Background: an optimization exercise with open tools, aiming at small area, a short achievable clock period and few clock cycles per item. Do not read the settings as production practice. RTL that was checked went through simulation tests only; none was proved equivalent to the original.

Setup of main:
==> module ge8, before the edit <==
module ge8 (
    input  wire logic [7:0] a,
    input  wire logic [7:0] b,
    output logic            ge
);
    logic [7:0] g1, l1;
    logic [3:0] g2, l2;
    logic [1:0] g3, l3;
    always_comb begin
        g1 = a & ~b;
        l1 = ~a & b;
        for (int i = 0; i < 4; i++) begin
            g2[i] = g1[2*i+1] | (~l1[2*i+1] & g1[2*i]);
            l2[i] = l1[2*i+1] | (~g1[2*i+1] & l1[2*i]);
        end
        for (int i = 0; i < 2; i++) begin
            g3[i] = g2[2*i+1] | (~l2[2*i+1] & g2[2*i]);
            l3[i] = l2[2*i+1] | (~g2[2*i+1] & l2[2*i]);
        end
        ge = !(l3[1] | (~g3[1] & l3[0]));
    end
endmodule
clock: 27.0 ns
lec_check: 0
abc_area: 1
cap_margin: 20
cell_pad_in_sites_detail_placement: 1
cell_pad_in_sites_global_placement: 2
core_margin: 2
core_utilization: 45
cts_buf_list: sky130_fd_sc_hd__clkbuf_16
cts_cluster_diameter: 100
cts_cluster_size: 20
slew_margin: 60
standard.sh (not shown) runs the stock make flow with config.mk's settings and CLKGATE_MAP_FILE= SYNTH_SCRIPT=/design/flow/synth_recipe.tcl, a recipe that flattens the netlist after the stock synthesis.
==> flow/flow/run.sh <==
#!/bin/bash
# the standard layout, with two changes: the ports are buffered by plain
# buf_1 cells instead of the delay buffers buffer_ports picks on its own, and
# synthesis leaves the adders to abc instead of mapping them to full-adder
# cells first.  make's full output goes to flow_make.log in the work folder
set -euo pipefail
bash standard.sh "BUFFER_PORTS_ARGS=-buffer_cell sky130_fd_sc_hd__buf_1" "ADDER_MAP_FILE=" finish > flow_make.log 2>&1
main finished end to end and its layout was clean on timing, DRC and antenna.
Testbench counts of main, summed over its fixed seeds: cycles 2,072, items 2,048.
For the feature branch, these inputs were changed with respect to main:
--- a/flow/design.v
+++ b/flow/design.v
@@ -206,25 +206,16 @@
 module ge8 (
     input  wire logic [7:0] a,
     input  wire logic [7:0] b,
     output logic            ge
 );
-    logic [7:0] g1, l1;
-    logic [3:0] g2, l2;
-    logic [1:0] g3, l3;
     always_comb begin
-        g1 = a & ~b;
-        l1 = ~a & b;
-        for (int i = 0; i < 4; i++) begin
-            g2[i] = g1[2*i+1] | (~l1[2*i+1] & g1[2*i]);
-            l2[i] = l1[2*i+1] | (~g1[2*i+1] & l1[2*i]);
-        end
-        for (int i = 0; i < 2; i++) begin
-            g3[i] = g2[2*i+1] | (~l2[2*i+1] & g2[2*i]);
-            l3[i] = l2[2*i+1] | (~g2[2*i+1] & l2[2*i]);
-        end
-        ge = !(l3[1] | (~g3[1] & l3[0]));
+        logic c;
+        c = 1'b1;
+        for (int i = 0; i < 8; i++)
+            c = (a[i] & ~b[i]) | (a[i] & c) | (~b[i] & c);
+        ge = c;
     end
 endmodule
 module ce8 (
     input  wire logic [7:0] a,
     input  wire logic [7:0] b,
Notes after the runs:
Re global-route wire length before repair: main and the feature branch aren't equal, and the higher value belongs to the feature branch.
Comparing main and the feature branch, number of non-clock buffers in the layout is lower on main.
Peak per-stage delay on the critical path (higher): the feature branch
Run comparison: main worst-path cell with the longest stage delay sky130_fd_sc_hd__edfxtp_1; the feature branch worst-path cell with the longest stage delay sky130_fd_sc_hd__inv_1
main and the feature branch ended up with nearly the same latest clock arrival within the worst-skew pair.
Diff main -> the feature branch: count of boundary I/O pins about even, design area rose 3.5%, length of routed wiring on met1 rose 4.2%, number of input and output port buffers inserted about even.
Testbench counts of the feature branch, summed over its fixed seeds: cycles 2,072, items 2,048.

--- another note on this design; it stands on its own ---

## ssc
module ssc (
    input  wire logic                        clk,
    input  wire logic                        reset,
    input  wire logic                        in_valid,
    output logic                             in_ready,
    input  wire logic [ssc_pkg::CARD_W-1:0]  card_num,
    input  wire logic [ssc_pkg::MONEY_W-1:0] input_money,
    input  wire logic [ssc_pkg::SLOT_W-1:0]  snack_num,
    input  wire logic [ssc_pkg::SLOT_W-1:0]  price,
    output logic                             out_valid,
    input  wire logic                        out_ready,
    output logic                             card_ok,
    output logic [ssc_pkg::MONEY_W-1:0]      out_change
);
Settings: LEC_CHECK=0, CAP_MARGIN=20, CORE_MARGIN=2, CORE_UTILIZATION=65, SLEW_MARGIN=20; clock period 27.0 ns.
run.sh (not shown) runs the stock make flow with config.mk's settings and CLKGATE_MAP_FILE= SYNTH_SCRIPT=/design/flow/synth_recipe.tcl, a recipe that flattens the netlist after the stock synthesis.
The baseline completed with no timing, DRC or antenna violations.
Change:
- SLEW_MARGIN: 20 -> 60
The new run produced a clean layout.
Clock skew fell by 7.0 ps.
Critical path depth rose by 1.
Die area stays the same.
Routed wire length rose by 0.49%.
Global-route usage rose by 0.10 points.
Via count hardly moves.
Worst setup slack improved by 530 ps.
Utilization rose by 0.61 points.
Count of clock-buffer cells in the layout rose by 2.
No functional check of the RTL was part of any run of this note.

ssc, a different RTL version from the one above (not shown whole).
Size: roughly 2,500 cells after synthesis, roughly 310 flip-flops, ~150 I/O pins, about 23,000 um2 of cells after synthesis.
export LEC_CHECK = 0
export CAP_MARGIN = 20
export CORE_MARGIN = 2
export CORE_UTILIZATION = 65
export SLEW_MARGIN = 60
create_clock -name core_clock -period 27.0 [get_ports {clk}]
standard.sh (not shown) runs the stock make flow with config.mk's settings and CLKGATE_MAP_FILE= SYNTH_SCRIPT=/design/flow/synth_recipe.tcl, a recipe that flattens the netlist after the stock synthesis.
==> flow/flow/run.sh <==
#!/bin/bash
# the standard layout, with the ports buffered by plain buf_1 cells instead
# of the delay buffers buffer_ports picks on its own; make's full output goes
# to flow_make.log in the work folder
set -euo pipefail
bash standard.sh "BUFFER_PORTS_ARGS=-buffer_cell sky130_fd_sc_hd__buf_1" finish > flow_make.log 2>&1
Testbench counts at the start, summed over its fixed seeds: cycles 2,080, items 2,048.
Rerun with:
==> flow/run.sh (new file) <==
#!/bin/bash
# synth_recipe.tcl (not shown) runs the flow's synth.tcl, then flattens the netlist and writes it again
# the make line also repeats each setting of config.mk as NAME=value (left out here)
make -C /OpenROAD-flow-scripts/flow DESIGN_CONFIG=/design/flow/config.mk WORK_HOME=/design/flow/orfs CLKGATE_MAP_FILE= SYNTH_SCRIPT=/design/flow/synth_recipe.tcl finish
--- a/flow/config.mk
+++ b/flow/config.mk
@@ -7,5 +7,5 @@
 export LEC_CHECK = 0
-export CAP_MARGIN = 20
+export CAP_MARGIN = 40
 export CORE_MARGIN = 2
-export CORE_UTILIZATION = 65
+export CORE_UTILIZATION = 75
 export SLEW_MARGIN = 60
removed: flow/flow/run.sh
removed: flow/standard.sh
Result: The changed run ran to the end with no violations. Via count rises by roughly a tenth. Final area rises by a few percent. Wire length rises by a quarter to a third. Worst setup slack loses 0.30 ns. Global-route usage rises by 12 points. Clock-buffer cell count falls by 1.
Rerun with:
--- a/flow/config.mk
+++ b/flow/config.mk
@@ -7,5 +7,5 @@
 export LEC_CHECK = 0
-export CAP_MARGIN = 40
+export CAP_MARGIN = 20
 export CORE_MARGIN = 2
-export CORE_UTILIZATION = 75
+export CORE_UTILIZATION = 65
 export SLEW_MARGIN = 60
=> Final area increases by 0.37%; fmax grows by 2.2%; utilization is lower by 10 points; cell count went up by 2.1%; critical path depth increases by 9.

re-timing with driven ports:
The results above use ideal ports. As a check the final layouts listed here were re-extracted and re-timed, cells and wires unchanged. Step 1 assumes that a clkbuf_16 drives the clock port and a buf_2 every other input. Step 2 times the ports against the registers' clock, not the clock port: input delays grow and output delays shrink by t, the midpoint of the rising clock arrivals with the driver on. Three values: ideal, step 1, step 2; two values: the first two.
run | shift t [ns] | setup WS [ns] | hold WS [ns] | worst setup path after step 2 | clock arrival spread, ns
main | 0.577 | 20.550 / 20.488 / 20.129 | 0.326 / 0.326 / 0.326 | input to register | 0.019 / 0.019
the feature branch | 0.586 | 20.392 / 20.392 / 20.133 | 0.331 / 0.331 / 0.331 | input to register | 0.030 / 0.030
the first run of note 2 | 0.617 | 17.476 / 17.476 / 17.476 | 0.326 / 0.326 / 0.326 | register to register | 0.022 / 0.023
the second run of note 2 | 0.611 | 18.010 / 18.010 / 18.010 | 0.326 / 0.326 / 0.326 | register to register | 0.019 / 0.019
the first run of note 3 | 0.563 | 19.146 / 19.146 / 19.146 | 0.327 / 0.327 / 0.327 | register to register | 0.032 / 0.032
the second run of note 3 | 0.560 | 18.844 / 18.844 / 18.844 | 0.326 / 0.326 / 0.326 | register to register | 0.027 / 0.028
the third run of note 3 | 0.569 | 19.020 / 19.020 / 19.020 | 0.325 / 0.325 / 0.325 | register to register | 0.016 / 0.016
After both steps every run listed still meets setup and hold. For main, which loses most, drivers alone change the setup slack by -0.062 ns; drivers and shift together by -0.421 ns.
